What follows belongs to an exercise in optimizing a design on an open flow for small area, a short achievable clock period and few clock cycles per item; a production flow would make more cautious choices.
Function was checked by simulation only, so behaviour that the tests miss may differ from the original.
Power and IR drop assume default switching activity.

Setup of 03-04:
## projection_char_segmenter
module projection_char_segmenter #(
    parameter int MAX_WIDTH  = pcs_pkg::MAX_WIDTH_DEF,
    parameter int MAX_HEIGHT = pcs_pkg::MAX_HEIGHT_DEF,
    parameter int NUM_CHARS  = pcs_pkg::NUM_CHARS_DEF
) (
    input  logic                                aclk,
    input  logic                                aresetn,
    input  logic                                s_valid,
    output logic                                s_ready,
    input  logic [pcs_pkg::PIXEL_W-1:0]         s_pixel,
    output logic                                m_valid,
    input  logic                                m_ready,
    output logic [pcs_pkg::CHAR_INDEX_W-1:0]    m_char_index,
    output logic [pcs_pkg::LEFT_W-1:0]          m_left,
    output logic [pcs_pkg::TOP_W-1:0]           m_top,
    output logic [pcs_pkg::BOX_WIDTH_W-1:0]     m_box_width,
    output logic [pcs_pkg::BOX_HEIGHT_W-1:0]    m_box_height,
    output logic                                m_last,
    input  logic                                cfg_valid,
    output logic                                cfg_ready,
    input  logic [pcs_pkg::CFG_INDEX_W-1:0]     cfg_index,
    input  logic [pcs_pkg::CFG_DATA_W-1:0]      cfg_data
);
Size in the first run: ~2600 cells after synthesis, roughly 1700 flip-flops, roughly 41000 µm² of cells after synthesis.
make LEC_CHECK=0 CAP_MARGIN=20 CORE_MARGIN=2 CORE_UTILIZATION=65 CTS_CLUSTER_DIAMETER=60 CTS_CLUSTER_SIZE=32 PLACE_DENSITY=0.72 SETUP_SLACK_MARGIN=4.4 SLEW_MARGIN=20 TNS_END_PERCENT=100 finish   # period 7.0 ns
run.sh (not shown) runs the stock make flow with config.mk's settings and CLKGATE_MAP_FILE= SYNTH_SCRIPT=/design/flow/synth_recipe.tcl, a recipe that flattens the netlist after the stock synthesis.
Per the final summary, 03-04 finished and its layout is clean on timing, DRC and antenna.
Testbench counts of 03-04, summed over its fixed seeds: cycles 346,855, images 160.
What 12-09 does differently from 03-04 at the input level:
Settings: changing SETUP_SLACK_MARGIN from 4.4 to 4.5.
==> comparison <==
12-09 did not stop at any stage, and its layout met the timing, DRC and antenna checks. Delta (12-09 minus 03-04): via count +about 0.36%, worst hold slack fell 0.0092 ns, final non-filler cell area held steady. On combinational share of power, 03-04 and 12-09 are neck and neck. Between 03-04 and 12-09, the number of cells in the design after placement does not differ in any meaningful way. Setup WNS 03-04 -> 12-09: better.

* * *

== build 88 ==
projection_char_segmenter, a different RTL version from the one above (not shown whole).
Size in the first run: roughly 1700 flip-flops.
clock: 7.0 ns
lec_check: 0
cap_margin: 20
core_margin: 2
core_utilization: 65
cts_cluster_diameter: 60
cts_cluster_size: 32
place_density: 0.72
setup_slack_margin: 4.4
slew_margin: 20
tns_end_percent: 100
Testbench counts of build 88, summed over its fixed seeds: cycles 349,737, images 160.
Input changes introduced in build 30 (baseline for comparison: build 88):
Settings: changing SETUP_SLACK_MARGIN from 4.4 to 4.5.
==> run notes <==
Build 30: PASS, flow complete, no timing, DRC or antenna violations
Comparing build 88 with build 30, the via count of the first global-routing pass came out essentially unchanged.
There was hardly any difference in final cell count between build 30 and build 88.
Overall power of the completed layout is higher on build 30
Re pin count of the biggest net entering global routing: no difference whatsoever between build 88 and build 30.
[compare] base=build 88 new=build 30: internal power consumption higher; cell area after layout went up by 190 um2.
Edits applied to the flow inputs when going from build 30 to build 66:
Settings: swapping 32 for 24 in CTS_CLUSTER_SIZE; swapping 60 for 80 in CTS_CLUSTER_DIAMETER.
Results
Number of optimization iterations in the first detailed-route pass was higher in the run labelled build 66. From build 66 to build 30, number of synthesized flops with an enable pin did not move at all. Build 66 ended up with a higher clock-buffer cell count than build 30 did. Vias: build 66 above build 30. Build 66 consumes more power than build 30 does. The clock-pin slew of the registers on the worst-case setup and hold paths reported for build 66 is smaller than that of build 30 by 0.02 ns. The share of cell area taken by multi-input logic gates of build 66 and that of build 30 are within noise of each other. Compared with build 30, in build 66 area of all placed cells without fillers went up by 190 um2, routed wire length went up by 1.2 mm, sequential element share of the synthesized area was more or less identical.
## Diff of input files: build 36 against build 66
Settings: SETUP_SLACK_MARGIN now 4.6, was 4.5; CORE_UTILIZATION now 70, was 65; PLACE_DENSITY now 0.78, was 0.72.
### Flow results
From build 66 to build 36 the numbers moved as follows: die area shrank by 7.0%; post-route worst hold slack shrank by 0.020 ns. Build 36: register-to-register path setup slack is 0.09 ns lower than what build 66 reported. The uppermost metal layer occupied by signal nets comes out met4 in one run and met5 in the other, namely in build 66 and build 36 respectively. Compared with build 66, in build 36 total of plain and repair buffers excluding clock buffers shows an increase of about 44%; number of cells traversed by the worst register-to-register path fell by 1; total placed instance area neither gained nor lost much; total of cells resized after clock tree synthesis up about 30%. Global-route wire length before repair (build 36 vs. build 66) increases by more than a quarter. Higher non-clock buffer contribution to total cell area among build 36 and build 66: build 36. The shortest period the worst path allows of build 36 exceeds that of build 66 by 0.16 ns.

* * *

## build 72
Starting RTL as in the previous note.
clock: 7.0 ns
lec_check: 0
cap_margin: 20
core_margin: 2
core_utilization: 65
cts_buf_list: sky130_fd_sc_hd__clkbuf_4 sky130_fd_sc_hd__clkbuf_8 sky130_fd_sc_hd__clkbuf_16
cts_cluster_diameter: 60
cts_cluster_size: 32
place_density: 0.72
setup_slack_margin: 4.5
slew_margin: 20
tns_end_percent: 100
Testbench counts of build 72, summed over its fixed seeds: cycles 349,737, images 160.
Setup changes, build 72 to build 12
diff --git a/flow/config.mk b/flow/config.mk
--- a/flow/config.mk
+++ b/flow/config.mk
@@ -9,9 +9,8 @@
 export CORE_MARGIN = 2
 export CORE_UTILIZATION = 65
-export CTS_BUF_LIST = sky130_fd_sc_hd__clkbuf_4 sky130_fd_sc_hd__clkbuf_8 sky130_fd_sc_hd__clkbuf_16
 export CTS_CLUSTER_DIAMETER = 60
 export CTS_CLUSTER_SIZE = 32
 export PLACE_DENSITY = 0.72
-export SETUP_SLACK_MARGIN = 4.5
+export SETUP_SLACK_MARGIN = 4.6
 export SLEW_MARGIN = 20
 export TNS_END_PERCENT = 100
Notes after the runs:
Compared with build 72, build 12 degrades number of violations reported at the end of detailed-routing iteration 0. Build 72 → build 12: core utilization higher; power roughly the same.
Modified inputs, build 3 compared to build 12
diff --git a/flow/config.mk b/flow/config.mk
--- a/flow/config.mk
+++ b/flow/config.mk
@@ -6,4 +6,5 @@
 export NUM_CORES = 4
 export LEC_CHECK = 0
+export ABC_AREA = 1
 export CAP_MARGIN = 20
 export CORE_MARGIN = 2
@@ -12,5 +13,5 @@
 export CTS_CLUSTER_SIZE = 32
 export PLACE_DENSITY = 0.72
-export SETUP_SLACK_MARGIN = 4.6
+export SETUP_SLACK_MARGIN = 4.5
 export SLEW_MARGIN = 20
 export TNS_END_PERCENT = 100
## What came out
Where post-route worst setup slack is concerned, build 12 is better than build 3.
The end of the critical path comes out m_top[0] in one run and m_left[4] in the other, namely in build 12 and build 3 respectively.
Relative to build 12, the final critical path time including I/O delays and setup of build 3 is higher by 0.014 ns.
Comparing build 12 and build 3, sequential share of layout area is lower on build 12.
Build 3 vs. build 12: fraction of area in multi-input gates lost 1.1 points; parity-gate share of the synthesized area counting xor and xnor cells now smaller.
Relative to build 12, build 3 degrades tightest slew margin relative to the limit.
Largest stage delay on the critical path sits higher in build 3 than in build 12.
Higher non-clock buffer instance count of the final layout goes to build 12 over build 3.

## static timing again, ports no longer ideal
The flow's constraints put no driver on any port. The routed layouts listed below were extracted and timed again, unchanged, in two steps.
Step 1 (the two cells are an assumption about what drives the block):
set clk [get_ports {aclk}]
set_driving_cell -lib_cell sky130_fd_sc_hd__clkbuf_16 $clk
set_driving_cell -lib_cell sky130_fd_sc_hd__buf_2 [delete_from_list [all_inputs] $clk]
Step 2 also shifts input and output timing later by t, the mid clock arrival at the registers, as if the neighbouring blocks saw the same clock.
a / b / c = ideal ports / drivers / drivers and shift; a / b = the first two.
run	t, ns	setup WS [ns]	hold WS [ns]	latest minus earliest clock arrival (ns)
03-04	0.703	4.385 / 4.319 / 3.803	0.312 / 0.312 / 0.312	0.036 / 0.036
12-09	0.681	4.396 / 4.338 / 3.836	0.303 / 0.303 / 0.303	0.038 / 0.038
build 88	0.670	4.392 / 4.350 / 3.845	0.320 / 0.320 / 0.320	0.047 / 0.048
build 30	0.680	4.401 / 4.350 / 3.873	0.309 / 0.309 / 0.309	0.042 / 0.041
build 66	0.691	4.406 / 4.350 / 3.888	0.321 / 0.321 / 0.321	0.029 / 0.029
build 36	0.715	4.243 / 4.179 / 4.013	0.301 / 0.301 / 0.301	0.050 / 0.050
build 72	0.680	4.392 / 4.361 / 3.886	0.307 / 0.307 / 0.307	0.040 / 0.041
build 12	0.681	4.410 / 4.349 / 4.010	0.319 / 0.319 / 0.319	0.051 / 0.051
build 3	0.687	4.396 / 4.333 / 3.939	0.325 / 0.325 / 0.325	0.034 / 0.034
After both steps every run listed still meets setup and hold. The setup slack of 03-04, which loses most, moves by -0.066 ns with the drivers and by -0.582 ns with both steps.
